From an optimization exercise on the open Yosys and OpenROAD flow, aimed at small area and a short achievable clock period; shortcuts taken in it are not production practice.
In this exercise RTL edits were held to simulation tests only and were not proved equivalent to the original.
Power figures rest on the tool's default switching activity, not on a simulated workload.

==> flow/design.v <==
`timescale 1ns/1ps
package mulPkg;
	localparam int OpWidth   = 16;
	localparam int ProdWidth = 2 * OpWidth;
endpackage
`timescale 1ns/1ps
`timescale 1ns/1ps
module fullAdd (
	input  logic a,
	input  logic b,
	input  logic c,
	output logic s,
	output logic co
);
	assign s  = a ^ b ^ c;
	assign co = (a & b) | (a & c) | (b & c);
endmodule
module halfAdd (
	input  logic a,
	input  logic b,
	output logic s,
	output logic co
);
	assign s  = a ^ b;
	assign co = a & b;
endmodule
module boothEnc (
	input  logic [2:0] b,
	output logic       one,
	output logic       two,
	output logic       neg
);
	assign one = b[1] ^ b[0];
	assign two = (b[2] & ~b[1] & ~b[0]) | (~b[2] & b[1] & b[0]);
	assign neg = b[2];
endmodule
`timescale 1ns/1ps
`timescale 1ns/1ps
`timescale 1ns/1ps
`timescale 1ns/1ps
module wallaceMulTop (
	input  logic        clk,
	input  logic        arstN,
	input  logic        reqValid,
	input  logic [15:0] reqOpA,
	input  logic [15:0] reqOpB,
	output logic        respValid,
	output logic [31:0] respProduct
);
	logic        valid1_q;
	logic        valid2_q;
	logic [124:0] s1_d;
	logic [124:0] s1_q;
	logic [49:0] s2_d;
	logic [49:0] s2_q;
	logic [31:0] rowA;
	logic [31:0] rowB;
	logic [31:0] sum;
	always_ff @(posedge clk or negedge arstN) begin
		if (!arstN) begin
			valid1_q  <= 1'b0;
			valid2_q  <= 1'b0;
			respValid <= 1'b0;
		end else begin
			valid1_q  <= reqValid;
			valid2_q  <= valid1_q;
			respValid <= valid2_q;
		end
	end
	always_ff @(posedge clk) begin
		s1_q        <= s1_d;
		s2_q        <= s2_d;
		respProduct <= sum;
	end
	logic [16:0] bx;
	logic [7:0]  one;
	logic [7:0]  two;
	logic [7:0]  neg;
	assign bx = {reqOpB, 1'b0};
	for (genvar i = 0; i < 8; i++) begin : gEnc
		boothEnc uEnc (.b(bx[2*i+2:2*i]), .one(one[i]), .two(two[i]), .neg(neg[i]));
	end
	logic pp0_0;
	logic pp0_1;
	logic pp0_2;
	logic pp0_3;
	logic pp0_4;
	logic pp0_5;
	logic pp0_6;
	logic pp0_7;
	logic pp0_8;
	logic pp0_9;
	logic pp0_10;
	logic pp0_11;
	logic pp0_12;
	logic pp0_13;
	logic pp0_14;
	logic pp0_15;
	logic pp0_16;
	logic pp1_0;
	logic pp1_1;
	logic pp1_2;
	logic pp1_3;
	logic pp1_4;
	logic pp1_5;
	logic pp1_6;
	logic pp1_7;
	logic pp1_8;
	logic pp1_9;
	logic pp1_10;
	logic pp1_11;
	logic pp1_12;
	logic pp1_13;
	logic pp1_14;
	logic pp1_15;
	logic pp1_16;
	logic pp2_0;
	logic pp2_1;
	logic pp2_2;
	logic pp2_3;
	logic pp2_4;
	logic pp2_5;
	logic pp2_6;
	logic pp2_7;
	logic pp2_8;
	logic pp2_9;
	logic pp2_10;
	logic pp2_11;
	logic pp2_12;
	logic pp2_13;
	logic pp2_14;
	logic pp2_15;
	logic pp2_16;
	logic pp3_0;
	logic pp3_1;
	logic pp3_2;
	logic pp3_3;
	logic pp3_4;
	logic pp3_5;
	logic pp3_6;
	logic pp3_7;
	logic pp3_8;
	logic pp3_9;
	logic pp3_10;
	logic pp3_11;
	logic pp3_12;
	logic pp3_13;
	logic pp3_14;
	logic pp3_15;
	logic pp3_16;
	logic pp4_0;
	logic pp4_1;
	logic pp4_2;
	logic pp4_3;
	logic pp4_4;
	logic pp4_5;
	logic pp4_6;
	logic pp4_7;
	logic pp4_8;
	logic pp4_9;
	logic pp4_10;
	logic pp4_11;
	logic pp4_12;
	logic pp4_13;
	logic pp4_14;
	logic pp4_15;
	logic pp4_16;
	logic pp5_0;
	logic pp5_1;
	logic pp5_2;
	logic pp5_3;
	logic pp5_4;
	logic pp5_5;
	logic pp5_6;
	logic pp5_7;
	logic pp5_8;
	logic pp5_9;
	logic pp5_10;
	logic pp5_11;
	logic pp5_12;
	logic pp5_13;
	logic pp5_14;
	logic pp5_15;
	logic pp5_16;
	logic pp6_0;
	logic pp6_1;
	logic pp6_2;
	logic pp6_3;
	logic pp6_4;
	logic pp6_5;
	logic pp6_6;
	logic pp6_7;
	logic pp6_8;
	logic pp6_9;
	logic pp6_10;
	logic pp6_11;
	logic pp6_12;
	logic pp6_13;
	logic pp6_14;
	logic pp6_15;
	logic pp6_16;
	logic pp7_0;
	logic pp7_1;
	logic pp7_2;
	logic pp7_3;
	logic pp7_4;
	logic pp7_5;
	logic pp7_6;
	logic pp7_7;
	logic pp7_8;
	logic pp7_9;
	logic pp7_10;
	logic pp7_11;
	logic pp7_12;
	logic pp7_13;
	logic pp7_14;
	logic pp7_15;
	logic pp7_16;
	logic pp8_0;
	logic pp8_1;
	logic pp8_2;
	logic pp8_3;
	logic pp8_4;
	logic pp8_5;
	logic pp8_6;
	logic pp8_7;
	logic pp8_8;
	logic pp8_9;
	logic pp8_10;
	logic pp8_11;
	logic pp8_12;
	logic pp8_13;
	logic pp8_14;
	logic pp8_15;
	assign pp0_0 = (one[0] & reqOpA[0]) ^ neg[0];
	assign pp0_1 = ((one[0] & reqOpA[1]) | (two[0] & reqOpA[0])) ^ neg[0];
	assign pp0_2 = ((one[0] & reqOpA[2]) | (two[0] & reqOpA[1])) ^ neg[0];
	assign pp0_3 = ((one[0] & reqOpA[3]) | (two[0] & reqOpA[2])) ^ neg[0];
	assign pp0_4 = ((one[0] & reqOpA[4]) | (two[0] & reqOpA[3])) ^ neg[0];
	assign pp0_5 = ((one[0] & reqOpA[5]) | (two[0] & reqOpA[4])) ^ neg[0];
	assign pp0_6 = ((one[0] & reqOpA[6]) | (two[0] & reqOpA[5])) ^ neg[0];
	assign pp0_7 = ((one[0] & reqOpA[7]) | (two[0] & reqOpA[6])) ^ neg[0];
	assign pp0_8 = ((one[0] & reqOpA[8]) | (two[0] & reqOpA[7])) ^ neg[0];
	assign pp0_9 = ((one[0] & reqOpA[9]) | (two[0] & reqOpA[8])) ^ neg[0];
	assign pp0_10 = ((one[0] & reqOpA[10]) | (two[0] & reqOpA[9])) ^ neg[0];
	assign pp0_11 = ((one[0] & reqOpA[11]) | (two[0] & reqOpA[10])) ^ neg[0];
	assign pp0_12 = ((one[0] & reqOpA[12]) | (two[0] & reqOpA[11])) ^ neg[0];
	assign pp0_13 = ((one[0] & reqOpA[13]) | (two[0] & reqOpA[12])) ^ neg[0];
	assign pp0_14 = ((one[0] & reqOpA[14]) | (two[0] & reqOpA[13])) ^ neg[0];
	assign pp0_15 = ((one[0] & reqOpA[15]) | (two[0] & reqOpA[14])) ^ neg[0];
	assign pp0_16 = (two[0] & reqOpA[15]) ^ neg[0];
	assign pp1_0 = (one[1] & reqOpA[0]) ^ neg[1];
	assign pp1_1 = ((one[1] & reqOpA[1]) | (two[1] & reqOpA[0])) ^ neg[1];
	assign pp1_2 = ((one[1] & reqOpA[2]) | (two[1] & reqOpA[1])) ^ neg[1];
	assign pp1_3 = ((one[1] & reqOpA[3]) | (two[1] & reqOpA[2])) ^ neg[1];
	assign pp1_4 = ((one[1] & reqOpA[4]) | (two[1] & reqOpA[3])) ^ neg[1];
	assign pp1_5 = ((one[1] & reqOpA[5]) | (two[1] & reqOpA[4])) ^ neg[1];
	assign pp1_6 = ((one[1] & reqOpA[6]) | (two[1] & reqOpA[5])) ^ neg[1];
	assign pp1_7 = ((one[1] & reqOpA[7]) | (two[1] & reqOpA[6])) ^ neg[1];
	assign pp1_8 = ((one[1] & reqOpA[8]) | (two[1] & reqOpA[7])) ^ neg[1];
	assign pp1_9 = ((one[1] & reqOpA[9]) | (two[1] & reqOpA[8])) ^ neg[1];
	assign pp1_10 = ((one[1] & reqOpA[10]) | (two[1] & reqOpA[9])) ^ neg[1];
	assign pp1_11 = ((one[1] & reqOpA[11]) | (two[1] & reqOpA[10])) ^ neg[1];
	assign pp1_12 = ((one[1] & reqOpA[12]) | (two[1] & reqOpA[11])) ^ neg[1];
	assign pp1_13 = ((one[1] & reqOpA[13]) | (two[1] & reqOpA[12])) ^ neg[1];
	assign pp1_14 = ((one[1] & reqOpA[14]) | (two[1] & reqOpA[13])) ^ neg[1];
	assign pp1_15 = ((one[1] & reqOpA[15]) | (two[1] & reqOpA[14])) ^ neg[1];
	assign pp1_16 = (two[1] & reqOpA[15]) ^ neg[1];
	assign pp2_0 = (one[2] & reqOpA[0]) ^ neg[2];
	assign pp2_1 = ((one[2] & reqOpA[1]) | (two[2] & reqOpA[0])) ^ neg[2];
	assign pp2_2 = ((one[2] & reqOpA[2]) | (two[2] & reqOpA[1])) ^ neg[2];
	assign pp2_3 = ((one[2] & reqOpA[3]) | (two[2] & reqOpA[2])) ^ neg[2];
	assign pp2_4 = ((one[2] & reqOpA[4]) | (two[2] & reqOpA[3])) ^ neg[2];
	assign pp2_5 = ((one[2] & reqOpA[5]) | (two[2] & reqOpA[4])) ^ neg[2];
	assign pp2_6 = ((one[2] & reqOpA[6]) | (two[2] & reqOpA[5])) ^ neg[2];
	assign pp2_7 = ((one[2] & reqOpA[7]) | (two[2] & reqOpA[6])) ^ neg[2];
	assign pp2_8 = ((one[2] & reqOpA[8]) | (two[2] & reqOpA[7])) ^ neg[2];
	assign pp2_9 = ((one[2] & reqOpA[9]) | (two[2] & reqOpA[8])) ^ neg[2];
	assign pp2_10 = ((one[2] & reqOpA[10]) | (two[2] & reqOpA[9])) ^ neg[2];
	assign pp2_11 = ((one[2] & reqOpA[11]) | (two[2] & reqOpA[10])) ^ neg[2];
	assign pp2_12 = ((one[2] & reqOpA[12]) | (two[2] & reqOpA[11])) ^ neg[2];
	assign pp2_13 = ((one[2] & reqOpA[13]) | (two[2] & reqOpA[12])) ^ neg[2];
	assign pp2_14 = ((one[2] & reqOpA[14]) | (two[2] & reqOpA[13])) ^ neg[2];
	assign pp2_15 = ((one[2] & reqOpA[15]) | (two[2] & reqOpA[14])) ^ neg[2];
	assign pp2_16 = (two[2] & reqOpA[15]) ^ neg[2];
	assign pp3_0 = (one[3] & reqOpA[0]) ^ neg[3];
	assign pp3_1 = ((one[3] & reqOpA[1]) | (two[3] & reqOpA[0])) ^ neg[3];
	assign pp3_2 = ((one[3] & reqOpA[2]) | (two[3] & reqOpA[1])) ^ neg[3];
	assign pp3_3 = ((one[3] & reqOpA[3]) | (two[3] & reqOpA[2])) ^ neg[3];
	assign pp3_4 = ((one[3] & reqOpA[4]) | (two[3] & reqOpA[3])) ^ neg[3];
	assign pp3_5 = ((one[3] & reqOpA[5]) | (two[3] & reqOpA[4])) ^ neg[3];
	assign pp3_6 = ((one[3] & reqOpA[6]) | (two[3] & reqOpA[5])) ^ neg[3];
	assign pp3_7 = ((one[3] & reqOpA[7]) | (two[3] & reqOpA[6])) ^ neg[3];
	assign pp3_8 = ((one[3] & reqOpA[8]) | (two[3] & reqOpA[7])) ^ neg[3];
	assign pp3_9 = ((one[3] & reqOpA[9]) | (two[3] & reqOpA[8])) ^ neg[3];
	assign pp3_10 = ((one[3] & reqOpA[10]) | (two[3] & reqOpA[9])) ^ neg[3];
	assign pp3_11 = ((one[3] & reqOpA[11]) | (two[3] & reqOpA[10])) ^ neg[3];
	assign pp3_12 = ((one[3] & reqOpA[12]) | (two[3] & reqOpA[11])) ^ neg[3];
	assign pp3_13 = ((one[3] & reqOpA[13]) | (two[3] & reqOpA[12])) ^ neg[3];
	assign pp3_14 = ((one[3] & reqOpA[14]) | (two[3] & reqOpA[13])) ^ neg[3];
	assign pp3_15 = ((one[3] & reqOpA[15]) | (two[3] & reqOpA[14])) ^ neg[3];
	assign pp3_16 = (two[3] & reqOpA[15]) ^ neg[3];
	assign pp4_0 = (one[4] & reqOpA[0]) ^ neg[4];
	assign pp4_1 = ((one[4] & reqOpA[1]) | (two[4] & reqOpA[0])) ^ neg[4];
	assign pp4_2 = ((one[4] & reqOpA[2]) | (two[4] & reqOpA[1])) ^ neg[4];
	assign pp4_3 = ((one[4] & reqOpA[3]) | (two[4] & reqOpA[2])) ^ neg[4];
	assign pp4_4 = ((one[4] & reqOpA[4]) | (two[4] & reqOpA[3])) ^ neg[4];
	assign pp4_5 = ((one[4] & reqOpA[5]) | (two[4] & reqOpA[4])) ^ neg[4];
	assign pp4_6 = ((one[4] & reqOpA[6]) | (two[4] & reqOpA[5])) ^ neg[4];
	assign pp4_7 = ((one[4] & reqOpA[7]) | (two[4] & reqOpA[6])) ^ neg[4];
	assign pp4_8 = ((one[4] & reqOpA[8]) | (two[4] & reqOpA[7])) ^ neg[4];
	assign pp4_9 = ((one[4] & reqOpA[9]) | (two[4] & reqOpA[8])) ^ neg[4];
	assign pp4_10 = ((one[4] & reqOpA[10]) | (two[4] & reqOpA[9])) ^ neg[4];
	assign pp4_11 = ((one[4] & reqOpA[11]) | (two[4] & reqOpA[10])) ^ neg[4];
	assign pp4_12 = ((one[4] & reqOpA[12]) | (two[4] & reqOpA[11])) ^ neg[4];
	assign pp4_13 = ((one[4] & reqOpA[13]) | (two[4] & reqOpA[12])) ^ neg[4];
	assign pp4_14 = ((one[4] & reqOpA[14]) | (two[4] & reqOpA[13])) ^ neg[4];
	assign pp4_15 = ((one[4] & reqOpA[15]) | (two[4] & reqOpA[14])) ^ neg[4];
	assign pp4_16 = (two[4] & reqOpA[15]) ^ neg[4];
	assign pp5_0 = (one[5] & reqOpA[0]) ^ neg[5];
	assign pp5_1 = ((one[5] & reqOpA[1]) | (two[5] & reqOpA[0])) ^ neg[5];
	assign pp5_2 = ((one[5] & reqOpA[2]) | (two[5] & reqOpA[1])) ^ neg[5];
	assign pp5_3 = ((one[5] & reqOpA[3]) | (two[5] & reqOpA[2])) ^ neg[5];
	assign pp5_4 = ((one[5] & reqOpA[4]) | (two[5] & reqOpA[3])) ^ neg[5];
	assign pp5_5 = ((one[5] & reqOpA[5]) | (two[5] & reqOpA[4])) ^ neg[5];
	assign pp5_6 = ((one[5] & reqOpA[6]) | (two[5] & reqOpA[5])) ^ neg[5];
	assign pp5_7 = ((one[5] & reqOpA[7]) | (two[5] & reqOpA[6])) ^ neg[5];
	assign pp5_8 = ((one[5] & reqOpA[8]) | (two[5] & reqOpA[7])) ^ neg[5];
	assign pp5_9 = ((one[5] & reqOpA[9]) | (two[5] & reqOpA[8])) ^ neg[5];
	assign pp5_10 = ((one[5] & reqOpA[10]) | (two[5] & reqOpA[9])) ^ neg[5];
	assign pp5_11 = ((one[5] & reqOpA[11]) | (two[5] & reqOpA[10])) ^ neg[5];
	assign pp5_12 = ((one[5] & reqOpA[12]) | (two[5] & reqOpA[11])) ^ neg[5];
	assign pp5_13 = ((one[5] & reqOpA[13]) | (two[5] & reqOpA[12])) ^ neg[5];
	assign pp5_14 = ((one[5] & reqOpA[14]) | (two[5] & reqOpA[13])) ^ neg[5];
	assign pp5_15 = ((one[5] & reqOpA[15]) | (two[5] & reqOpA[14])) ^ neg[5];
	assign pp5_16 = (two[5] & reqOpA[15]) ^ neg[5];
	assign pp6_0 = (one[6] & reqOpA[0]) ^ neg[6];
	assign pp6_1 = ((one[6] & reqOpA[1]) | (two[6] & reqOpA[0])) ^ neg[6];
	assign pp6_2 = ((one[6] & reqOpA[2]) | (two[6] & reqOpA[1])) ^ neg[6];
	assign pp6_3 = ((one[6] & reqOpA[3]) | (two[6] & reqOpA[2])) ^ neg[6];
	assign pp6_4 = ((one[6] & reqOpA[4]) | (two[6] & reqOpA[3])) ^ neg[6];
	assign pp6_5 = ((one[6] & reqOpA[5]) | (two[6] & reqOpA[4])) ^ neg[6];
	assign pp6_6 = ((one[6] & reqOpA[6]) | (two[6] & reqOpA[5])) ^ neg[6];
	assign pp6_7 = ((one[6] & reqOpA[7]) | (two[6] & reqOpA[6])) ^ neg[6];
	assign pp6_8 = ((one[6] & reqOpA[8]) | (two[6] & reqOpA[7])) ^ neg[6];
	assign pp6_9 = ((one[6] & reqOpA[9]) | (two[6] & reqOpA[8])) ^ neg[6];
	assign pp6_10 = ((one[6] & reqOpA[10]) | (two[6] & reqOpA[9])) ^ neg[6];
	assign pp6_11 = ((one[6] & reqOpA[11]) | (two[6] & reqOpA[10])) ^ neg[6];
	assign pp6_12 = ((one[6] & reqOpA[12]) | (two[6] & reqOpA[11])) ^ neg[6];
	assign pp6_13 = ((one[6] & reqOpA[13]) | (two[6] & reqOpA[12])) ^ neg[6];
	assign pp6_14 = ((one[6] & reqOpA[14]) | (two[6] & reqOpA[13])) ^ neg[6];
	assign pp6_15 = ((one[6] & reqOpA[15]) | (two[6] & reqOpA[14])) ^ neg[6];
	assign pp6_16 = (two[6] & reqOpA[15]) ^ neg[6];
	assign pp7_0 = (one[7] & reqOpA[0]) ^ neg[7];
	assign pp7_1 = ((one[7] & reqOpA[1]) | (two[7] & reqOpA[0])) ^ neg[7];
	assign pp7_2 = ((one[7] & reqOpA[2]) | (two[7] & reqOpA[1])) ^ neg[7];
	assign pp7_3 = ((one[7] & reqOpA[3]) | (two[7] & reqOpA[2])) ^ neg[7];
	assign pp7_4 = ((one[7] & reqOpA[4]) | (two[7] & reqOpA[3])) ^ neg[7];
	assign pp7_5 = ((one[7] & reqOpA[5]) | (two[7] & reqOpA[4])) ^ neg[7];
	assign pp7_6 = ((one[7] & reqOpA[6]) | (two[7] & reqOpA[5])) ^ neg[7];
	assign pp7_7 = ((one[7] & reqOpA[7]) | (two[7] & reqOpA[6])) ^ neg[7];
	assign pp7_8 = ((one[7] & reqOpA[8]) | (two[7] & reqOpA[7])) ^ neg[7];
	assign pp7_9 = ((one[7] & reqOpA[9]) | (two[7] & reqOpA[8])) ^ neg[7];
	assign pp7_10 = ((one[7] & reqOpA[10]) | (two[7] & reqOpA[9])) ^ neg[7];
	assign pp7_11 = ((one[7] & reqOpA[11]) | (two[7] & reqOpA[10])) ^ neg[7];
	assign pp7_12 = ((one[7] & reqOpA[12]) | (two[7] & reqOpA[11])) ^ neg[7];
	assign pp7_13 = ((one[7] & reqOpA[13]) | (two[7] & reqOpA[12])) ^ neg[7];
	assign pp7_14 = ((one[7] & reqOpA[14]) | (two[7] & reqOpA[13])) ^ neg[7];
	assign pp7_15 = ((one[7] & reqOpA[15]) | (two[7] & reqOpA[14])) ^ neg[7];
	assign pp7_16 = (two[7] & reqOpA[15]) ^ neg[7];
	assign pp8_0 = reqOpA[0] & reqOpB[15];
	assign pp8_1 = reqOpA[1] & reqOpB[15];
	assign pp8_2 = reqOpA[2] & reqOpB[15];
	assign pp8_3 = reqOpA[3] & reqOpB[15];
	assign pp8_4 = reqOpA[4] & reqOpB[15];
	assign pp8_5 = reqOpA[5] & reqOpB[15];
	assign pp8_6 = reqOpA[6] & reqOpB[15];
	assign pp8_7 = reqOpA[7] & reqOpB[15];
	assign pp8_8 = reqOpA[8] & reqOpB[15];
	assign pp8_9 = reqOpA[9] & reqOpB[15];
	assign pp8_10 = reqOpA[10] & reqOpB[15];
	assign pp8_11 = reqOpA[11] & reqOpB[15];
	assign pp8_12 = reqOpA[12] & reqOpB[15];
	assign pp8_13 = reqOpA[13] & reqOpB[15];
	assign pp8_14 = reqOpA[14] & reqOpB[15];
	assign pp8_15 = reqOpA[15] & reqOpB[15];
	logic xs1;
	logic xc2;
	logic xs3;
	logic xc4;
	logic xs5;
	logic xc6;
	logic xs7;
	logic xc8;
	logic xs9;
	logic xc10;
	logic xs11;
	logic xc12;
	logic xs13;
	logic xc14;
	logic xs15;
	logic xc16;
	logic xs17;
	logic xc18;
	logic xs19;
	logic xc20;
	logic xs21;
	logic xc22;
	logic xs23;
	logic xc24;
	logic xs25;
	logic xc26;
	logic xs27;
	logic xc28;
	logic xs29;
	logic xc30;
	logic xs31;
	logic xc32;
	logic xs33;
	logic xc34;
	logic xs35;
	logic xc36;
	logic xs37;
	logic xc38;
	logic xs39;
	logic xc40;
	logic xs41;
	logic xc42;
	logic xs43;
	logic xc44;
	logic xs45;
	logic xc46;
	logic xs47;
	logic xc48;
	logic xs49;
	logic xc50;
	logic xs51;
	logic xc52;
	logic xs53;
	logic xc54;
	logic xs55;
	logic xc56;
	logic xs57;
	logic xc58;
	logic xs59;
	logic xc60;
	logic xs61;
	logic xc62;
	logic xs63;
	logic xc64;
	logic xs65;
	logic xc66;
	logic xs67;
	logic xc68;
	logic xs69;
	logic xc70;
	logic xs71;
	logic xc72;
	logic xs73;
	logic xc74;
	logic xs75;
	logic xc76;
	logic xs77;
	logic xc78;
	logic xs79;
	logic xc80;
	logic xs81;
	logic xc82;
	logic xs83;
	logic xc84;
	logic xs85;
	logic xc86;
	logic xs87;
	logic xc88;
	logic xs89;
	logic xc90;
	logic xs91;
	logic xc92;
	logic xs93;
	logic xc94;
	logic xs95;
	logic xc96;
	logic xs97;
	logic xc98;
	logic xs99;
	logic xc100;
	logic xs101;
	logic xc102;
	logic xs103;
	logic xc104;
	logic xs105;
	logic xc106;
	logic xs107;
	logic xc108;
	logic xs109;
	logic xc110;
	logic xs111;
	logic xc112;
	halfAdd uxs1 (.a(neg[0]), .b(pp0_0), .s(xs1), .co(xc2));
	halfAdd uxs3 (.a(pp0_1), .b(xc2), .s(xs3), .co(xc4));
	fullAdd uxs5 (.a(neg[1]), .b(pp0_2), .c(pp1_0), .s(xs5), .co(xc6));
	halfAdd uxs7 (.a(pp0_3), .b(pp1_1), .s(xs7), .co(xc8));
	fullAdd uxs9 (.a(neg[2]), .b(pp0_4), .c(pp1_2), .s(xs9), .co(xc10));
	halfAdd uxs11 (.a(pp2_0), .b(xc8), .s(xs11), .co(xc12));
	fullAdd uxs13 (.a(pp0_5), .b(pp1_3), .c(pp2_1), .s(xs13), .co(xc14));
	fullAdd uxs15 (.a(neg[3]), .b(pp0_6), .c(pp1_4), .s(xs15), .co(xc16));
	fullAdd uxs17 (.a(pp0_7), .b(pp1_5), .c(pp2_3), .s(xs17), .co(xc18));
	fullAdd uxs19 (.a(neg[4]), .b(pp0_8), .c(pp1_6), .s(xs19), .co(xc20));
	fullAdd uxs21 (.a(pp2_4), .b(pp3_2), .c(pp4_0), .s(xs21), .co(xc22));
	fullAdd uxs23 (.a(pp0_9), .b(pp1_7), .c(pp2_5), .s(xs23), .co(xc24));
	fullAdd uxs25 (.a(neg[5]), .b(pp0_10), .c(pp1_8), .s(xs25), .co(xc26));
	fullAdd uxs27 (.a(pp2_6), .b(pp3_4), .c(pp4_2), .s(xs27), .co(xc28));
	fullAdd uxs29 (.a(pp0_11), .b(pp1_9), .c(pp2_7), .s(xs29), .co(xc30));
	fullAdd uxs31 (.a(pp3_5), .b(pp4_3), .c(pp5_1), .s(xs31), .co(xc32));
	fullAdd uxs33 (.a(neg[6]), .b(pp0_12), .c(pp1_10), .s(xs33), .co(xc34));
	fullAdd uxs35 (.a(pp2_8), .b(pp3_6), .c(pp4_4), .s(xs35), .co(xc36));
	fullAdd uxs37 (.a(pp0_13), .b(pp1_11), .c(pp2_9), .s(xs37), .co(xc38));
	fullAdd uxs39 (.a(pp3_7), .b(pp4_5), .c(pp5_3), .s(xs39), .co(xc40));
	fullAdd uxs41 (.a(neg[7]), .b(pp0_14), .c(pp1_12), .s(xs41), .co(xc42));
	fullAdd uxs43 (.a(pp2_10), .b(pp3_8), .c(pp4_6), .s(xs43), .co(xc44));
	fullAdd uxs45 (.a(pp5_4), .b(pp6_2), .c(pp7_0), .s(xs45), .co(xc46));
	fullAdd uxs47 (.a(pp0_15), .b(pp1_13), .c(pp2_11), .s(xs47), .co(xc48));
	fullAdd uxs49 (.a(pp3_9), .b(pp4_7), .c(pp5_5), .s(xs49), .co(xc50));
	fullAdd uxs51 (.a(pp8_0), .b(pp0_16), .c(pp1_14), .s(xs51), .co(xc52));
	fullAdd uxs53 (.a(pp2_12), .b(pp3_10), .c(pp4_8), .s(xs53), .co(xc54));
	fullAdd uxs55 (.a(pp5_6), .b(pp6_4), .c(pp7_2), .s(xs55), .co(xc56));
	fullAdd uxs57 (.a(pp8_1), .b(neg[0]), .c(pp1_15), .s(xs57), .co(xc58));
	fullAdd uxs59 (.a(pp2_13), .b(pp3_11), .c(pp4_9), .s(xs59), .co(xc60));
	fullAdd uxs61 (.a(pp5_7), .b(pp6_5), .c(pp7_3), .s(xs61), .co(xc62));
	fullAdd uxs63 (.a(pp8_2), .b(neg[0]), .c(pp1_16), .s(xs63), .co(xc64));
	fullAdd uxs65 (.a(pp2_14), .b(pp3_12), .c(pp4_10), .s(xs65), .co(xc66));
	fullAdd uxs67 (.a(pp5_8), .b(pp6_6), .c(pp7_4), .s(xs67), .co(xc68));
	fullAdd uxs69 (.a(pp8_3), .b(~neg[0]), .c(~neg[1]), .s(xs69), .co(xc70));
	fullAdd uxs71 (.a(pp2_15), .b(pp3_13), .c(pp4_11), .s(xs71), .co(xc72));
	fullAdd uxs73 (.a(pp5_9), .b(pp6_7), .c(pp7_5), .s(xs73), .co(xc74));
	assign xs75 = ~(pp8_4 ^ xc70);
	assign xc76 = pp8_4 | xc70;
	fullAdd uxs77 (.a(pp2_16), .b(pp3_14), .c(pp4_12), .s(xs77), .co(xc78));
	fullAdd uxs79 (.a(pp5_10), .b(pp6_8), .c(pp7_6), .s(xs79), .co(xc80));
	fullAdd uxs81 (.a(pp8_5), .b(~neg[2]), .c(pp3_15), .s(xs81), .co(xc82));
	fullAdd uxs83 (.a(pp4_13), .b(pp5_11), .c(pp6_9), .s(xs83), .co(xc84));
	assign xs85 = ~(pp8_6 ^ pp3_16);
	assign xc86 = pp8_6 | pp3_16;
	fullAdd uxs87 (.a(pp4_14), .b(pp5_12), .c(pp6_10), .s(xs87), .co(xc88));
	fullAdd uxs89 (.a(pp8_7), .b(~neg[3]), .c(pp4_15), .s(xs89), .co(xc90));
	fullAdd uxs91 (.a(pp5_13), .b(pp6_11), .c(pp7_9), .s(xs91), .co(xc92));
	assign xs93 = ~(pp8_8 ^ pp4_16);
	assign xc94 = pp8_8 | pp4_16;
	fullAdd uxs95 (.a(pp5_14), .b(pp6_12), .c(pp7_10), .s(xs95), .co(xc96));
	fullAdd uxs97 (.a(pp8_9), .b(~neg[4]), .c(pp5_15), .s(xs97), .co(xc98));
	assign xs99 = ~(pp8_10 ^ pp5_16);
	assign xc100 = pp8_10 | pp5_16;
	fullAdd uxs101 (.a(pp8_11), .b(~neg[5]), .c(pp6_15), .s(xs101), .co(xc102));
	halfAdd uxs103 (.a(pp7_13), .b(xc100), .s(xs103), .co(xc104));
	assign xs105 = ~(pp8_12 ^ pp6_16);
	assign xc106 = pp8_12 | pp6_16;
	fullAdd uxs107 (.a(pp8_13), .b(~neg[6]), .c(pp7_15), .s(xs107), .co(xc108));
	assign xs109 = ~(pp8_14 ^ pp7_16);
	assign xc110 = pp8_14 | pp7_16;
	halfAdd uxs111 (.a(pp8_15), .b(~neg[7]), .s(xs111), .co(xc112));
	assign s1_d[0] = xs1;  
	assign s1_d[1] = xs3;  
	assign s1_d[2] = xc4;  
	assign s1_d[3] = xs5;  
	assign s1_d[4] = xs7;  
	assign s1_d[5] = xc6;  
	assign s1_d[6] = xs9;  
	assign s1_d[7] = xs11;  
	assign s1_d[8] = xc10;  
	assign s1_d[9] = xc12;  
	assign s1_d[10] = xs13;  
	assign s1_d[11] = pp2_2;  
	assign s1_d[12] = pp3_0;  
	assign s1_d[13] = xc14;  
	assign s1_d[14] = xs15;  
	assign s1_d[15] = pp3_1;  
	assign s1_d[16] = xc16;  
	assign s1_d[17] = xs17;  
	assign s1_d[18] = xc18;  
	assign s1_d[19] = xs19;  
	assign s1_d[20] = xs21;  
	assign s1_d[21] = pp3_3;  
	assign s1_d[22] = pp4_1;  
	assign s1_d[23] = xc20;  
	assign s1_d[24] = xc22;  
	assign s1_d[25] = xs23;  
	assign s1_d[26] = pp5_0;  
	assign s1_d[27] = xc24;  
	assign s1_d[28] = xs25;  
	assign s1_d[29] = xs27;  
	assign s1_d[30] = xc26;  
	assign s1_d[31] = xc28;  
	assign s1_d[32] = xs29;  
	assign s1_d[33] = xs31;  
	assign s1_d[34] = pp5_2;  
	assign s1_d[35] = pp6_0;  
	assign s1_d[36] = xc30;  
	assign s1_d[37] = xc32;  
	assign s1_d[38] = xs33;  
	assign s1_d[39] = xs35;  
	assign s1_d[40] = pp6_1;  
	assign s1_d[41] = xc34;  
	assign s1_d[42] = xc36;  
	assign s1_d[43] = xs37;  
	assign s1_d[44] = xs39;  
	assign s1_d[45] = xc38;  
	assign s1_d[46] = xc40;  
	assign s1_d[47] = xs41;  
	assign s1_d[48] = xs43;  
	assign s1_d[49] = xs45;  
	assign s1_d[50] = pp6_3;  
	assign s1_d[51] = pp7_1;  
	assign s1_d[52] = xc42;  
	assign s1_d[53] = xc44;  
	assign s1_d[54] = xc46;  
	assign s1_d[55] = xs47;  
	assign s1_d[56] = xs49;  
	assign s1_d[57] = xc48;  
	assign s1_d[58] = xc50;  
	assign s1_d[59] = xs51;  
	assign s1_d[60] = xs53;  
	assign s1_d[61] = xs55;  
	assign s1_d[62] = xc52;  
	assign s1_d[63] = xc54;  
	assign s1_d[64] = xc56;  
	assign s1_d[65] = xs57;  
	assign s1_d[66] = xs59;  
	assign s1_d[67] = xs61;  
	assign s1_d[68] = xc58;  
	assign s1_d[69] = xc60;  
	assign s1_d[70] = xc62;  
	assign s1_d[71] = xs63;  
	assign s1_d[72] = xs65;  
	assign s1_d[73] = xs67;  
	assign s1_d[74] = xs69;  
	assign s1_d[75] = xc64;  
	assign s1_d[76] = xc66;  
	assign s1_d[77] = xc68;  
	assign s1_d[78] = xs71;  
	assign s1_d[79] = xs73;  
	assign s1_d[80] = xs75;  
	assign s1_d[81] = xc72;  
	assign s1_d[82] = xc74;  
	assign s1_d[83] = xs77;  
	assign s1_d[84] = xs79;  
	assign s1_d[85] = pp7_7;  
	assign s1_d[86] = xc76;  
	assign s1_d[87] = xc78;  
	assign s1_d[88] = xc80;  
	assign s1_d[89] = xs81;  
	assign s1_d[90] = xs83;  
	assign s1_d[91] = pp7_8;  
	assign s1_d[92] = xs85;  
	assign s1_d[93] = xc82;  
	assign s1_d[94] = xc84;  
	assign s1_d[95] = xs87;  
	assign s1_d[96] = xc86;  
	assign s1_d[97] = xc88;  
	assign s1_d[98] = xs89;  
	assign s1_d[99] = xs91;  
	assign s1_d[100] = xs93;  
	assign s1_d[101] = xc90;  
	assign s1_d[102] = xc92;  
	assign s1_d[103] = xs95;  
	assign s1_d[104] = pp6_13;  
	assign s1_d[105] = pp7_11;  
	assign s1_d[106] = xc94;  
	assign s1_d[107] = xc96;  
	assign s1_d[108] = xs97;  
	assign s1_d[109] = pp6_14;  
	assign s1_d[110] = pp7_12;  
	assign s1_d[111] = xs99;  
	assign s1_d[112] = xc98;  
	assign s1_d[113] = xs101;  
	assign s1_d[114] = xs103;  
	assign s1_d[115] = pp7_14;  
	assign s1_d[116] = xs105;  
	assign s1_d[117] = xc102;  
	assign s1_d[118] = xc104;  
	assign s1_d[119] = xc106;  
	assign s1_d[120] = xs107;  
	assign s1_d[121] = xs109;  
	assign s1_d[122] = xc108;  
	assign s1_d[123] = xs111;  
	assign s1_d[124] = xc110;  
	logic ys113;
	logic yc114;
	logic ys115;
	logic yc116;
	logic ys117;
	logic yc118;
	logic ys119;
	logic yc120;
	logic ys121;
	logic yc122;
	logic ys123;
	logic yc124;
	logic ys125;
	logic yc126;
	logic ys127;
	logic yc128;
	logic ys129;
	logic yc130;
	logic ys131;
	logic yc132;
	logic ys133;
	logic yc134;
	logic ys135;
	logic yc136;
	logic ys137;
	logic yc138;
	logic ys139;
	logic yc140;
	logic ys141;
	logic yc142;
	logic ys143;
	logic yc144;
	logic ys145;
	logic yc146;
	logic ys147;
	logic yc148;
	logic ys149;
	logic yc150;
	logic ys151;
	logic yc152;
	logic ys153;
	logic yc154;
	logic ys155;
	logic yc156;
	logic ys157;
	logic yc158;
	logic ys159;
	logic yc160;
	logic ys161;
	logic yc162;
	logic ys163;
	logic yc164;
	logic ys165;
	logic yc166;
	logic ys167;
	logic yc168;
	logic ys169;
	logic yc170;
	logic ys171;
	logic yc172;
	logic ys173;
	logic yc174;
	logic ys175;
	logic yc176;
	logic ys177;
	logic yc178;
	logic ys179;
	logic yc180;
	logic ys181;
	logic yc182;
	logic ys183;
	logic yc184;
	logic ys185;
	logic yc186;
	logic ys187;
	logic yc188;
	logic ys189;
	logic yc190;
	logic ys191;
	logic yc192;
	logic ys193;
	logic yc194;
	logic ys195;
	logic yc196;
	logic ys197;
	logic yc198;
	logic ys199;
	logic yc200;
	logic ys201;
	logic yc202;
	logic ys203;
	logic yc204;
	logic ys205;
	logic yc206;
	logic ys207;
	logic yc208;
	logic ys209;
	logic yc210;
	logic ys211;
	logic yc212;
	logic ys213;
	logic yc214;
	logic ys215;
	logic yc216;
	logic ys217;
	logic yc218;
	logic ys219;
	logic yc220;
	logic ys221;
	logic yc222;
	logic ys223;
	logic yc224;
	logic ys225;
	logic yc226;
	logic ys227;
	logic yc228;
	logic ys229;
	logic yc230;
	logic ys231;
	logic yc232;
	logic ys233;
	logic yc234;
	logic ys235;
	logic yc236;
	logic ys237;
	logic yc238;
	logic ys239;
	logic yc240;
	logic ys241;
	logic yc242;
	logic ys243;
	logic yc244;
	logic ys245;
	logic yc246;
	logic ys247;
	logic yc248;
	logic ys249;
	logic yc250;
	logic ys251;
	logic yc252;
	logic ys253;
	logic yc254;
	logic ys255;
	logic yc256;
	logic ys257;
	logic yc258;
	logic ys259;
	logic yc260;
	logic ys261;
	logic yc262;
	logic ys263;
	logic yc264;
	logic ys265;
	logic yc266;
	logic ys267;
	logic yc268;
	logic ys269;
	logic yc270;
	logic ys271;
	logic yc272;
	logic ys273;
	logic yc274;
	logic ys275;
	logic yc276;
	logic ys277;
	logic yc278;
	logic ys279;
	logic yc280;
	logic ys281;
	logic yc282;
	logic ys283;
	logic yc284;
	halfAdd uys113 (.a(s1_q[2]), .b(s1_q[3]), .s(ys113), .co(yc114));
	fullAdd uys115 (.a(s1_q[4]), .b(s1_q[5]), .c(yc114), .s(ys115), .co(yc116));
	fullAdd uys117 (.a(s1_q[6]), .b(s1_q[7]), .c(yc116), .s(ys117), .co(yc118));
	fullAdd uys119 (.a(s1_q[8]), .b(s1_q[9]), .c(s1_q[10]), .s(ys119), .co(yc120));
	halfAdd uys121 (.a(ys119), .b(yc118), .s(ys121), .co(yc122));
	fullAdd uys123 (.a(s1_q[11]), .b(s1_q[12]), .c(s1_q[13]), .s(ys123), .co(yc124));
	fullAdd uys125 (.a(s1_q[14]), .b(yc120), .c(ys123), .s(ys125), .co(yc126));
	halfAdd uys127 (.a(ys125), .b(yc122), .s(ys127), .co(yc128));
	fullAdd uys129 (.a(s1_q[15]), .b(s1_q[16]), .c(s1_q[17]), .s(ys129), .co(yc130));
	fullAdd uys131 (.a(yc124), .b(ys129), .c(yc126), .s(ys131), .co(yc132));
	halfAdd uys133 (.a(ys131), .b(yc128), .s(ys133), .co(yc134));
	fullAdd uys135 (.a(s1_q[18]), .b(s1_q[19]), .c(s1_q[20]), .s(ys135), .co(yc136));
	fullAdd uys137 (.a(yc130), .b(ys135), .c(yc132), .s(ys137), .co(yc138));
	fullAdd uys139 (.a(s1_q[21]), .b(s1_q[22]), .c(s1_q[23]), .s(ys139), .co(yc140));
	fullAdd uys141 (.a(s1_q[24]), .b(s1_q[25]), .c(yc136), .s(ys141), .co(yc142));
	halfAdd uys143 (.a(ys139), .b(ys141), .s(ys143), .co(yc144));
	fullAdd uys145 (.a(s1_q[26]), .b(s1_q[27]), .c(s1_q[28]), .s(ys145), .co(yc146));
	fullAdd uys147 (.a(s1_q[29]), .b(yc140), .c(ys145), .s(ys147), .co(yc148));
	fullAdd uys149 (.a(yc142), .b(ys147), .c(yc144), .s(ys149), .co(yc150));
	fullAdd uys151 (.a(s1_q[30]), .b(s1_q[31]), .c(s1_q[32]), .s(ys151), .co(yc152));
	fullAdd uys153 (.a(s1_q[33]), .b(yc146), .c(ys151), .s(ys153), .co(yc154));
	halfAdd uys155 (.a(yc148), .b(ys153), .s(ys155), .co(yc156));
	fullAdd uys157 (.a(s1_q[34]), .b(s1_q[35]), .c(s1_q[36]), .s(ys157), .co(yc158));
	fullAdd uys159 (.a(s1_q[37]), .b(s1_q[38]), .c(s1_q[39]), .s(ys159), .co(yc160));
	fullAdd uys161 (.a(yc152), .b(ys157), .c(ys159), .s(ys161), .co(yc162));
	fullAdd uys163 (.a(yc154), .b(ys161), .c(yc156), .s(ys163), .co(yc164));
	fullAdd uys165 (.a(s1_q[40]), .b(s1_q[41]), .c(s1_q[42]), .s(ys165), .co(yc166));
	fullAdd uys167 (.a(s1_q[43]), .b(s1_q[44]), .c(yc158), .s(ys167), .co(yc168));
	fullAdd uys169 (.a(yc160), .b(ys165), .c(yc162), .s(ys169), .co(yc170));
	halfAdd uys171 (.a(ys167), .b(ys169), .s(ys171), .co(yc172));
	fullAdd uys173 (.a(s1_q[45]), .b(s1_q[46]), .c(s1_q[47]), .s(ys173), .co(yc174));
	fullAdd uys175 (.a(s1_q[48]), .b(s1_q[49]), .c(yc166), .s(ys175), .co(yc176));
	fullAdd uys177 (.a(ys173), .b(yc168), .c(ys175), .s(ys177), .co(yc178));
	halfAdd uys179 (.a(yc170), .b(ys177), .s(ys179), .co(yc180));
	fullAdd uys181 (.a(s1_q[50]), .b(s1_q[51]), .c(s1_q[52]), .s(ys181), .co(yc182));
	fullAdd uys183 (.a(s1_q[53]), .b(s1_q[54]), .c(s1_q[55]), .s(ys183), .co(yc184));
	fullAdd uys185 (.a(s1_q[56]), .b(yc174), .c(ys181), .s(ys185), .co(yc186));
	fullAdd uys187 (.a(ys183), .b(yc176), .c(ys185), .s(ys187), .co(yc188));
	halfAdd uys189 (.a(yc178), .b(ys187), .s(ys189), .co(yc190));
	fullAdd uys191 (.a(s1_q[57]), .b(s1_q[58]), .c(s1_q[59]), .s(ys191), .co(yc192));
	fullAdd uys193 (.a(s1_q[60]), .b(s1_q[61]), .c(yc182), .s(ys193), .co(yc194));
	fullAdd uys195 (.a(yc184), .b(ys191), .c(yc186), .s(ys195), .co(yc196));
	fullAdd uys197 (.a(ys193), .b(yc188), .c(ys195), .s(ys197), .co(yc198));
	fullAdd uys199 (.a(s1_q[62]), .b(s1_q[63]), .c(s1_q[64]), .s(ys199), .co(yc200));
	fullAdd uys201 (.a(s1_q[65]), .b(s1_q[66]), .c(s1_q[67]), .s(ys201), .co(yc202));
	fullAdd uys203 (.a(yc192), .b(ys199), .c(ys201), .s(ys203), .co(yc204));
	fullAdd uys205 (.a(yc194), .b(ys203), .c(yc196), .s(ys205), .co(yc206));
	fullAdd uys207 (.a(s1_q[68]), .b(s1_q[69]), .c(s1_q[70]), .s(ys207), .co(yc208));
	fullAdd uys209 (.a(s1_q[71]), .b(s1_q[72]), .c(s1_q[73]), .s(ys209), .co(yc210));
	fullAdd uys211 (.a(yc200), .b(yc202), .c(ys207), .s(ys211), .co(yc212));
	fullAdd uys213 (.a(ys209), .b(yc204), .c(ys211), .s(ys213), .co(yc214));
	fullAdd uys215 (.a(s1_q[74]), .b(s1_q[75]), .c(s1_q[76]), .s(ys215), .co(yc216));
	fullAdd uys217 (.a(s1_q[77]), .b(s1_q[78]), .c(s1_q[79]), .s(ys217), .co(yc218));
	fullAdd uys219 (.a(yc208), .b(yc210), .c(ys215), .s(ys219), .co(yc220));
	fullAdd uys221 (.a(ys217), .b(yc212), .c(ys219), .s(ys221), .co(yc222));
	fullAdd uys223 (.a(s1_q[80]), .b(s1_q[81]), .c(s1_q[82]), .s(ys223), .co(yc224));
	fullAdd uys225 (.a(s1_q[83]), .b(s1_q[84]), .c(yc216), .s(ys225), .co(yc226));
	fullAdd uys227 (.a(yc218), .b(ys223), .c(yc220), .s(ys227), .co(yc228));
	fullAdd uys229 (.a(ys225), .b(yc222), .c(ys227), .s(ys229), .co(yc230));
	fullAdd uys231 (.a(s1_q[85]), .b(s1_q[86]), .c(s1_q[87]), .s(ys231), .co(yc232));
	fullAdd uys233 (.a(s1_q[88]), .b(s1_q[89]), .c(s1_q[90]), .s(ys233), .co(yc234));
	fullAdd uys235 (.a(yc224), .b(ys231), .c(ys233), .s(ys235), .co(yc236));
	fullAdd uys237 (.a(yc226), .b(ys235), .c(yc228), .s(ys237), .co(yc238));
	fullAdd uys239 (.a(s1_q[91]), .b(s1_q[92]), .c(s1_q[93]), .s(ys239), .co(yc240));
	fullAdd uys241 (.a(s1_q[94]), .b(s1_q[95]), .c(yc232), .s(ys241), .co(yc242));
	fullAdd uys243 (.a(yc234), .b(ys239), .c(yc236), .s(ys243), .co(yc244));
	halfAdd uys245 (.a(ys241), .b(ys243), .s(ys245), .co(yc246));
	fullAdd uys247 (.a(s1_q[96]), .b(s1_q[97]), .c(s1_q[98]), .s(ys247), .co(yc248));
	fullAdd uys249 (.a(s1_q[99]), .b(yc240), .c(ys247), .s(ys249), .co(yc250));
	fullAdd uys251 (.a(yc242), .b(ys249), .c(yc244), .s(ys251), .co(yc252));
	fullAdd uys253 (.a(s1_q[100]), .b(s1_q[101]), .c(s1_q[102]), .s(ys253), .co(yc254));
	fullAdd uys255 (.a(s1_q[103]), .b(yc248), .c(ys253), .s(ys255), .co(yc256));
	halfAdd uys257 (.a(yc250), .b(ys255), .s(ys257), .co(yc258));
	fullAdd uys259 (.a(s1_q[104]), .b(s1_q[105]), .c(s1_q[106]), .s(ys259), .co(yc260));
	fullAdd uys261 (.a(s1_q[107]), .b(s1_q[108]), .c(yc254), .s(ys261), .co(yc262));
	fullAdd uys263 (.a(ys259), .b(yc256), .c(ys261), .s(ys263), .co(yc264));
	fullAdd uys265 (.a(s1_q[109]), .b(s1_q[110]), .c(s1_q[111]), .s(ys265), .co(yc266));
	fullAdd uys267 (.a(s1_q[112]), .b(yc260), .c(ys265), .s(ys267), .co(yc268));
	fullAdd uys269 (.a(yc262), .b(ys267), .c(yc264), .s(ys269), .co(yc270));
	fullAdd uys271 (.a(s1_q[113]), .b(s1_q[114]), .c(yc266), .s(ys271), .co(yc272));
	halfAdd uys273 (.a(yc268), .b(ys271), .s(ys273), .co(yc274));
	fullAdd uys275 (.a(s1_q[115]), .b(s1_q[116]), .c(s1_q[117]), .s(ys275), .co(yc276));
	fullAdd uys277 (.a(s1_q[118]), .b(ys275), .c(yc272), .s(ys277), .co(yc278));
	fullAdd uys279 (.a(s1_q[119]), .b(s1_q[120]), .c(yc276), .s(ys279), .co(yc280));
	fullAdd uys281 (.a(s1_q[121]), .b(s1_q[122]), .c(yc280), .s(ys281), .co(yc282));
	fullAdd uys283 (.a(s1_q[123]), .b(s1_q[124]), .c(yc282), .s(ys283), .co(yc284));
	assign s2_d[0] = s1_q[0];  
	assign s2_d[1] = s1_q[1];  
	assign s2_d[2] = ys113;  
	assign s2_d[3] = ys115;  
	assign s2_d[4] = ys117;  
	assign s2_d[5] = ys121;  
	assign s2_d[6] = ys127;  
	assign s2_d[7] = ys133;  
	assign s2_d[8] = yc134;  
	assign s2_d[9] = ys137;  
	assign s2_d[10] = ys143;  
	assign s2_d[11] = yc138;  
	assign s2_d[12] = ys149;  
	assign s2_d[13] = ys155;  
	assign s2_d[14] = yc150;  
	assign s2_d[15] = ys163;  
	assign s2_d[16] = yc164;  
	assign s2_d[17] = ys171;  
	assign s2_d[18] = yc172;  
	assign s2_d[19] = ys179;  
	assign s2_d[20] = yc180;  
	assign s2_d[21] = ys189;  
	assign s2_d[22] = yc190;  
	assign s2_d[23] = ys197;  
	assign s2_d[24] = yc198;  
	assign s2_d[25] = ys205;  
	assign s2_d[26] = ys213;  
	assign s2_d[27] = yc206;  
	assign s2_d[28] = yc214;  
	assign s2_d[29] = ys221;  
	assign s2_d[30] = ys229;  
	assign s2_d[31] = yc230;  
	assign s2_d[32] = ys237;  
	assign s2_d[33] = yc238;  
	assign s2_d[34] = ys245;  
	assign s2_d[35] = yc246;  
	assign s2_d[36] = ys251;  
	assign s2_d[37] = ys257;  
	assign s2_d[38] = yc252;  
	assign s2_d[39] = yc258;  
	assign s2_d[40] = ys263;  
	assign s2_d[41] = ys269;  
	assign s2_d[42] = ys273;  
	assign s2_d[43] = yc270;  
	assign s2_d[44] = yc274;  
	assign s2_d[45] = ys277;  
	assign s2_d[46] = ys279;  
	assign s2_d[47] = yc278;  
	assign s2_d[48] = ys281;  
	assign s2_d[49] = ys283;  
	assign rowA[0] = s2_q[0];
	assign rowB[0] = 1'b0;
	assign rowA[1] = s2_q[1];
	assign rowB[1] = 1'b0;
	assign rowA[2] = s2_q[2];
	assign rowB[2] = 1'b0;
	assign rowA[3] = s2_q[3];
	assign rowB[3] = 1'b0;
	assign rowA[4] = s2_q[4];
	assign rowB[4] = 1'b0;
	assign rowA[5] = s2_q[5];
	assign rowB[5] = 1'b0;
	assign rowA[6] = s2_q[6];
	assign rowB[6] = 1'b0;
	assign rowA[7] = s2_q[7];
	assign rowB[7] = 1'b0;
	assign rowA[8] = s2_q[8];
	assign rowB[8] = s2_q[9];
	assign rowA[9] = s2_q[10];
	assign rowB[9] = s2_q[11];
	assign rowA[10] = s2_q[12];
	assign rowB[10] = 1'b0;
	assign rowA[11] = s2_q[13];
	assign rowB[11] = s2_q[14];
	assign rowA[12] = s2_q[15];
	assign rowB[12] = 1'b0;
	assign rowA[13] = s2_q[16];
	assign rowB[13] = s2_q[17];
	assign rowA[14] = s2_q[18];
	assign rowB[14] = s2_q[19];
	assign rowA[15] = s2_q[20];
	assign rowB[15] = s2_q[21];
	assign rowA[16] = s2_q[22];
	assign rowB[16] = s2_q[23];
	assign rowA[17] = s2_q[24];
	assign rowB[17] = s2_q[25];
	assign rowA[18] = s2_q[26];
	assign rowB[18] = s2_q[27];
	assign rowA[19] = s2_q[28];
	assign rowB[19] = s2_q[29];
	assign rowA[20] = s2_q[30];
	assign rowB[20] = 1'b0;
	assign rowA[21] = s2_q[31];
	assign rowB[21] = s2_q[32];
	assign rowA[22] = s2_q[33];
	assign rowB[22] = s2_q[34];
	assign rowA[23] = s2_q[35];
	assign rowB[23] = s2_q[36];
	assign rowA[24] = s2_q[37];
	assign rowB[24] = s2_q[38];
	assign rowA[25] = s2_q[39];
	assign rowB[25] = s2_q[40];
	assign rowA[26] = s2_q[41];
	assign rowB[26] = 1'b0;
	assign rowA[27] = s2_q[42];
	assign rowB[27] = s2_q[43];
	assign rowA[28] = s2_q[44];
	assign rowB[28] = s2_q[45];
	assign rowA[29] = s2_q[46];
	assign rowB[29] = s2_q[47];
	assign rowA[30] = s2_q[48];
	assign rowB[30] = 1'b0;
	assign rowA[31] = s2_q[49];
	assign rowB[31] = 1'b0;
	assign sum = rowA + rowB;
endmodule
==> flow/flow/run.sh <==
#!/bin/bash
# The standard layout (standard.sh, unchanged synthesis) with two changes:
# the port buffers are plain buf_2 cells instead of the delay buffers that
# buffer_ports picks by default, and the clock tree is built from clkbuf_8 cells without dummy loads.
set -euo pipefail
export BUFFER_PORTS_ARGS="-buffer_cell sky130_fd_sc_hd__buf_2"
export CTS_ARGS="-sink_clustering_enable -repair_clock_nets -buf_list sky130_fd_sc_hd__clkbuf_8 -dont_use_dummy_load -sink_clustering_size 14 -sink_clustering_max_diameter 100"
bash standard.sh > standard.log 2>&1
==> flow/standard.sh <==
#!/bin/bash
# synth_recipe.tcl (not shown) runs the flow's synth.tcl, then flattens the netlist and writes it again
# the make line also repeats each setting of config.mk as NAME=value (left out here)
make -C /OpenROAD-flow-scripts/flow DESIGN_CONFIG=/design/flow/config.mk WORK_HOME=/design/flow/orfs CLKGATE_MAP_FILE= SYNTH_SCRIPT=/design/flow/synth_recipe.tcl "${@:-finish}"
==> flow/config.mk <==
export PLATFORM = sky130hd
export DESIGN_NAME = wallaceMulTop
export DESIGN_NICKNAME = wallaceMulTop
export VERILOG_FILES = /design/flow/design.v
export SDC_FILE = /design/flow/constraint.sdc
export NUM_CORES = 4
export LEC_CHECK = 0
export ABC_CLOCK_PERIOD_IN_PS = 2500
export CAP_MARGIN = 20
export CORE_MARGIN = 2
export CORE_UTILIZATION = 70
export SETUP_SLACK_MARGIN = 2.1
export SLEW_MARGIN = 20
export SYNTH_HIERARCHICAL = 1
==> flow/constraint.sdc <==
create_clock -name core_clock -period 4.3 [get_ports {clk}]
set_input_delay 0.8600 -clock core_clock [delete_from_list [all_inputs] [get_ports {clk}]]
set_output_delay 0.8600 -clock core_clock [all_outputs]
set_load 0.01 [all_outputs]
==> results of run 1 <==
==> cell type report <==
| type | count | area, um2 |
|---|---|---|
| clock buffers | 18 | 248 |
| fillers | 946 | 3180 |
| inverters | 27 | 101 |
| multi-input cells | 615 | 6560 |
| flip-flops and latches | 210 | 4230 |
| well taps | 211 | 264 |
| repair buffers | 97 | 683 |
==> Yosys stat by module, one instance, submodules excluded <==
module	cells	cell area [um2]
boothEnc	5	38.8
fullAdd	1	20.0
halfAdd	1	12.5
wallaceMulTop	764	8090
==> worst max-delay path by stage <==
stage               startpoint       end  slack, ps  cells after the start
floorplan           reqOpB[14]  s1_q[61]       2030                      7
global placement     reqOpB[5]  s1_q[44]        870                      6
detailed placement   reqOpB[5]  s1_q[44]        860                      6
CTS                   s1_q[74]  s2_q[30]       2020                      4
global route          s1_q[74]  s2_q[30]       1990                      4
finish                s1_q[74]  s2_q[30]       1990                      4
==> synthesized netlist by cell type, types with 2 or more instances <==
cell type,number
dfxtp_1,207
xnor2_1,148
a22oi_1,120
fa_1,119
clkbuf_1,74
nand2_1,45
ha_1,42
inv_1,27
a21oi_1,16
nor2_1,16
xor2_1,15
and2_1,10
nand2b_1,9
buf_2,8
buf_4,8
o21ai_0,8
o22ai_2,8
nand4_1,5
a21o_1,4
o211ai_1,4
a311oi_1,3
dfrtp_1,3
nand3_1,3
nor3_1,3
a211oi_1,2
a21oi_2,2
a31oi_1,2
nor4_2,2
o21a_1,2
o22ai_1,2
==> sequential cells by signal, summed over array words and instances, names as in the netlist <==
register     flops
respProduct     32
valid1_q         1
valid2_q         1
s1_q           125
s2_q            50
respValid        1
==> metal layers <==
layer	track usage, %	vias to the layer above	wire [um]
met5	0	-	0
met4	9.08	0	614
met3	5.33	54	2290
met2	51.1	391	12000
met1	44.0	3617	10400
li1	-	3194	-
==> worst max-delay path: stages (launching register included) <==
cell and delay [ps]:
dfxtp_2 330, fa_1 600, fa_2 470, fa_2 360, fa_1 440
==> power breakdown <==
group          switching, mW  total (mW)  internal [mW]
Clock                  0.609       0.987          0.377
Combinational           2.32        4.25           1.93
Sequential             0.368        3.12           2.75
Total                   3.30        8.36           5.06
==> metrics by stage <==
step | worst slack [ps] | cells | instance area (um2)
2_1_floorplan | 2030 | 942 | 11300
5_1_grt | 1990 | 1178 | 12100
6_report | 1990 | 1178 | 12100
3_5_place_dp | 859 | 1140 | 11400
3_3_place_gp | 873 | 1140 | 11400
4_1_cts | 2020 | 1175 | 11900
==> kinds of logic after synthesis <==
family                   share of synthesized area [%]
AO/OA/AOI/OAI                                     13.1
XOR/XNOR                                          13.0
adder cells (fa/ha/maj)                           26.5
buffers and inverters                             4.36
flip-flops                                        38.4
multiplexers                                    0.0911
other                                           0.0341
AND/OR/NAND/NOR                                   4.53
==> repair_timing <==
action	in CTS	in global routing
pin swaps	10	8
buffers inserted	17	3
endpoints found under the setup margin	129	59
resized for setup	27	28
==> flow_summary.yaml, run 1 <==
logic_synthesis:
  synth-edff-count: 0
  synth_top_cell_area_share_pct: 37.7
  netlist_instances: 940
  ys.flop_type: "dfxtp_1"
  synth_top_area_cell: "dfxtp_1"
  ys_seq_area_share_pct: 38.4
  yosys-top-cells-area: "dfxtp_1, fa_1, xnor2_1, a22oi_1, ha_1"
  syn_area_um2: 11000
  async_flop_share_pct: 1.43
  ys_ff_latch: 210
  ys_types: 53
  avgSynthCellArea_um2: 11.7
  yosysWarnings: 7
timing:
  fin_crit_sh_pct: 53.7
  finClkSkew_ps: 18.7
  setup_viol: 0
  whs_ps: 136
  drv_slew: 0
  fmax_mhz: 433
  finalSetupTns_ps: 0
  min_period_ps: 2310
  rsz0062_at_grt: "yes"
  hold_viol_final: 0
place:
  dpl.hpwl_mm: 17.4
  gp_congestion: 0.852
  io_buffers: 67
power:
  power.total_mw: 8.36
  cellPowerDensity_nw_per_um2: 692
  ir_drop_uv: 348
  power.leakage_nw: 4.79
run_status:
  status: "finished clean"
finish:
  final_cell_mix: "dfxtp_1, xnor2_1, a22oi_1"
  layout_commonest_cell: "dfxtp_1"
  final_util_pct: 79.2
  fin_nets: 1165
  diodes: 0
  area_growth_pct: 9.93
  final_layout_size_suffix_gt1_share_pct: 18.6
worst_setup_path:
  timing.rr.start: "s1_q[74]"
  cp-start-kind: "flip-flop"
  end_kind: "flip-flop"
  critPathKind: "reg -> reg"
  worstPathRequired_ps: 4680
  crit_arrival_ps: 2690
  rr_endpoint: "s2_q[30]"
  r2r_slack_ps: 1990
  worstPathMaxFanout: 1
  r2r_cells: 4
grt:
  grt.overflow.total: 0
  grt_first_pass_wirelength_mm: 40.3
  antenna_found_initial: 0
  grt.total_usage_pct: 31.4
  grt_pass1_vias: 7627
  grt_max_degree: 35
cts:
  ctsLongestPathBuffers: 3
  cts_tree: "yes"
  clock_latency_ps: 520
  cts_buffers: 18
  clkTransAtPathRegs_ps: 80
  cts_sinks: 210
  ctsHtreeMaxLevel: 1
  postCtsHoldBufs: 0
  cts_root_buf: "clkbuf_8"
floorplanning:
  boundaryPins: 68
  dieWidth_um: 129
  dieArea_um2: 16700
  die_height_um: 129
  row_count: 45
  core_area_um2: 15300
  start_util_pct: 72.0
detailed_routing:
  ant_nets: 0
  vias: 7256
  drtIter0Drc: 578
  post_drt_wl_per_cell_um: 21.5
  drt_wl_total_mm: 25.3
  post-route-drc-count: 0
  viasPerCell: 6.16
  firstDrtPassIters: 5
job:
  drv_cap: 0
hold_path:
  hold_class: "in -> async"
==> run 2: changes to the inputs <==
--- a/flow/config.mk
+++ b/flow/config.mk
@@ -5,10 +5,10 @@
 export SDC_FILE = /design/flow/constraint.sdc
 export NUM_CORES = 4
 export LEC_CHECK = 0
-export ABC_CLOCK_PERIOD_IN_PS = 2500
+export ABC_CLOCK_PERIOD_IN_PS = 1800
 export CAP_MARGIN = 20
 export CORE_MARGIN = 2
-export CORE_UTILIZATION = 70
+export CORE_UTILIZATION = 60
 export SETUP_SLACK_MARGIN = 2.1
 export SLEW_MARGIN = 20
 export SYNTH_HIERARCHICAL = 1
==> flow_summary.yaml, run 2 <==
run_status:
  status: "finished clean"
worst_setup_path:
  worstPathMaxFanout: 1
  cp-start-kind: "flip-flop"
  critical_path.top_delay_family: "adder cells"
  r2r_cells: 4
  worstPathCellList: "fa_1 > fa_2 > fa_2 > fa_1"
  crit_buf_inv: 0
  crit_arrival_ps: 2650
  slowest_delay_ps: 560
  critPathKind: "reg -> reg"
  cpMaxStageDelayCell: "fa_1"
  worstPathRequired_ps: 4710
  worst-path-stages: 4
  end_kind: "flip-flop"
timing:
  whs_ps: 134
  finClkSkew_ps: 36.9
  drv_slew: 0
  finalSetupTns_ps: 0
  rsz0062_at_grt: "yes"
  setup_viol: 0
  min_period_ps: 2250
  fmax_mhz: 445
  fin_crit_sh_pct: 52.2
  hold_viol_final: 0
logic_synthesis:
  ys_seq_area_share_pct: 38.4
  ys_top_cells_by_count: "dfxtp_1, xnor2_1, a22oi_1"
  avgSynthCellArea_um2: 11.7
  synth_top_area_cell: "dfxtp_1"
  yosysWarnings: 7
  syn_area_um2: 11000
  ys_types: 53
  ys.flop_type: "dfxtp_1"
  synth-edff-count: 0
  synth_top_cell_area_share_pct: 37.7
  yosys-top-cells-area: "dfxtp_1, fa_1, xnor2_1, a22oi_1, ha_1"
  async_flop_share_pct: 1.43
  netlist_instances: 940
  yosysMostFrequentCell: "dfxtp_1"
  ys_ff_latch: 210
power:
  cellPowerDensity_nw_per_um2: 684
  ir_drop_uv: 508
  power.leakage_nw: 4.79
  power.total_mw: 8.25
detailed_routing:
  ant_nets: 0
  drt_wl_total_mm: 25.0
  vias: 7089
  firstDrtPassIters: 4
  post_drt_wl_per_cell_um: 20.9
  drtIter0Drc: 458
  viasPerCell: 5.93
  post-route-drc-count: 0
finish:
  regMostFlops: "s1_q"
  final_layout_size_suffix_gt1_share_pct: 17.5
  diodes: 0
  layout_commonest_cell: "dfxtp_1"
  largest_reg_flops: 125
  reg_top3: "s1_q: 125 flops, s2_q: 50 flops, respProduct: 32 flops"
  fin_nets: 1165
  area_growth_pct: 9.74
  final_cell_mix: "dfxtp_1, xnor2_1, a22oi_1"
cts:
  clock_latency_ps: 520
  ctsLongestPathBuffers: 3
  cts_tree: "yes"
  ctsHtreeMaxLevel: 1
  cts_root_buf: "clkbuf_8"
  clkTransAtPathRegs_ps: 90
  cts_buffers: 18
  cts_sinks: 210
place:
  io_buffers: 67
  gp_congestion: 0.860
  dpl.hpwl_mm: 17.4
hold_path:
  hold_class: "in -> async"
floorplanning:
  dieWidth_um: 139
  row_count: 49
  core_area_um2: 18000
  dieArea_um2: 19400
  boundaryPins: 68
  die_height_um: 139
  start_util_pct: 61.2
grt:
  grt.overflow.total: 0
  grt.total_usage_pct: 25.7
  grt_max_degree: 35
  antenna_found_initial: 0
  grt_pass1_vias: 7420
  grt_first_pass_wirelength_mm: 39.6
job:
  drv_cap: 0
## run 2: area by class of cell
cell class	instances	area, um2
clock buffers	18	248
fillers	1377	5910
inverters	27	101
multi-input cells	615	6520
flip-flops and latches	210	4220
well taps	229	287
repair buffers	97	678
## run 2: per-module statistics from Yosys, one instance, submodules excluded
module	cells inside	area, um2	flip-flops and latches	copies in the design
boothEnc	5	38.8	0	8
fullAdd	1	20.0	0	118
halfAdd	1	12.5	0	18
wallaceMulTop	764	8090	210	1
## run 2: repair_timing
item / 4_1_cts / 5_1_grt
pin swaps: 10 / 5
endpoints found under the setup margin: 123 / 65
gates resized for setup: 25 / 17
setup buffers: 16 / 3
hold buffers: 0 / 0
cloned: 0 / 0
## run 2: kinds of logic after synthesis
kind of cell / count (synthesis) / share of synthesized area [%]
muxes: 1 / 0.0911
and+or+nand+nor: 101 / 4.53
DFF: 210 / 38.4
buffers and inverters: 117 / 4.36
adders and majority gates: 161 / 26.5
AOI/OAI and AO/OA: 186 / 13.1
xor gates and xnor gates: 163 / 13.0
other: 1 / 0.0341
## run 2: layer usage
metal	share of wire, %	GRT usage, %
met5	0	0
met4	2.0	6.59
met3	6.8	4.54
met2	46	40.8
met1	45	37.0
## run 2: path summary, 6_finish.rpt
kind                            startpoint   endpoint  slack (ps)
worst max-delay path              s1_q[52]   s2_q[23]        2050
worst min-delay path                 arstN  respValid         130
worst max register to register    s1_q[52]   s2_q[23]        2050
worst min register to register     s1_q[1]    s2_q[1]         330
max in group asynchronous            arstN   valid1_q        4060
min in group core_clock            s1_q[1]    s2_q[1]         330
## run 2: stage by stage
step | std cells | worst slack, ps | cell area [um2] | utilization, %
detailed placement | 1159 | 873 | 11400 | 63.6
finish | 1196 | 2050 | 12100 | 67.1
floorplan | 942 | 2030 | 11300 | -
global placement | 1159 | 889 | 11400 | 63.6
global route | 1196 | 2000 | 12100 | 67.1
CTS | 1193 | 2060 | 12000 | 66.6
## run 2: report_power, final
| group | total, mW | internal (mW) | leakage [nW] | switching, mW |
|---|---|---|---|---|
| Clock | 0.978 | 0.377 | 0.129 | 0.601 |
| Sequential | 3.11 | 2.75 | 1.78 | 0.356 |
| Combinational | 4.16 | 1.89 | 2.88 | 2.27 |
| Total | 8.25 | 5.03 | 4.79 | 3.23 |

[static timing again, ports no longer ideal]
Ports are ideal in the flow. The routed layouts listed here were re-timed in OpenROAD.
Step 1 (the two cells are an assumption about what drives the block):
set clk [get_ports {clk}]
set_driving_cell -lib_cell sky130_fd_sc_hd__clkbuf_16 $clk
set_driving_cell -lib_cell sky130_fd_sc_hd__buf_2 [delete_from_list [all_inputs] $clk]
Step 2 adds t to the input delays and takes it off the output delays; t is the mean of the earliest and latest rising clock arrival at the registers after step 1. Input paths then give back, and output paths get back, about the clock's delay inside the block.
Slacks: ideal ports / drivers / drivers and shift; pairs: ideal ports / drivers.
run | shift t [ns] | slack for setup (ns) | hold slack, ns | clock arrival spread, ns | cell pins on the clock port's net
run 1 | 0.547 | 1.990 / 1.990 / 1.614 | 0.136 / 0.117 / 0.331 | 0.020 / 0.020 | 1
run 2 | 0.540 | 2.054 / 2.054 / 1.651 | 0.134 / 0.112 / 0.332 | 0.039 / 0.038 | 1
After both steps every run listed still meets setup and hold. The setup slack of run 2, which loses most, moves by 0.000 ns with the drivers and by -0.403 ns with both steps.
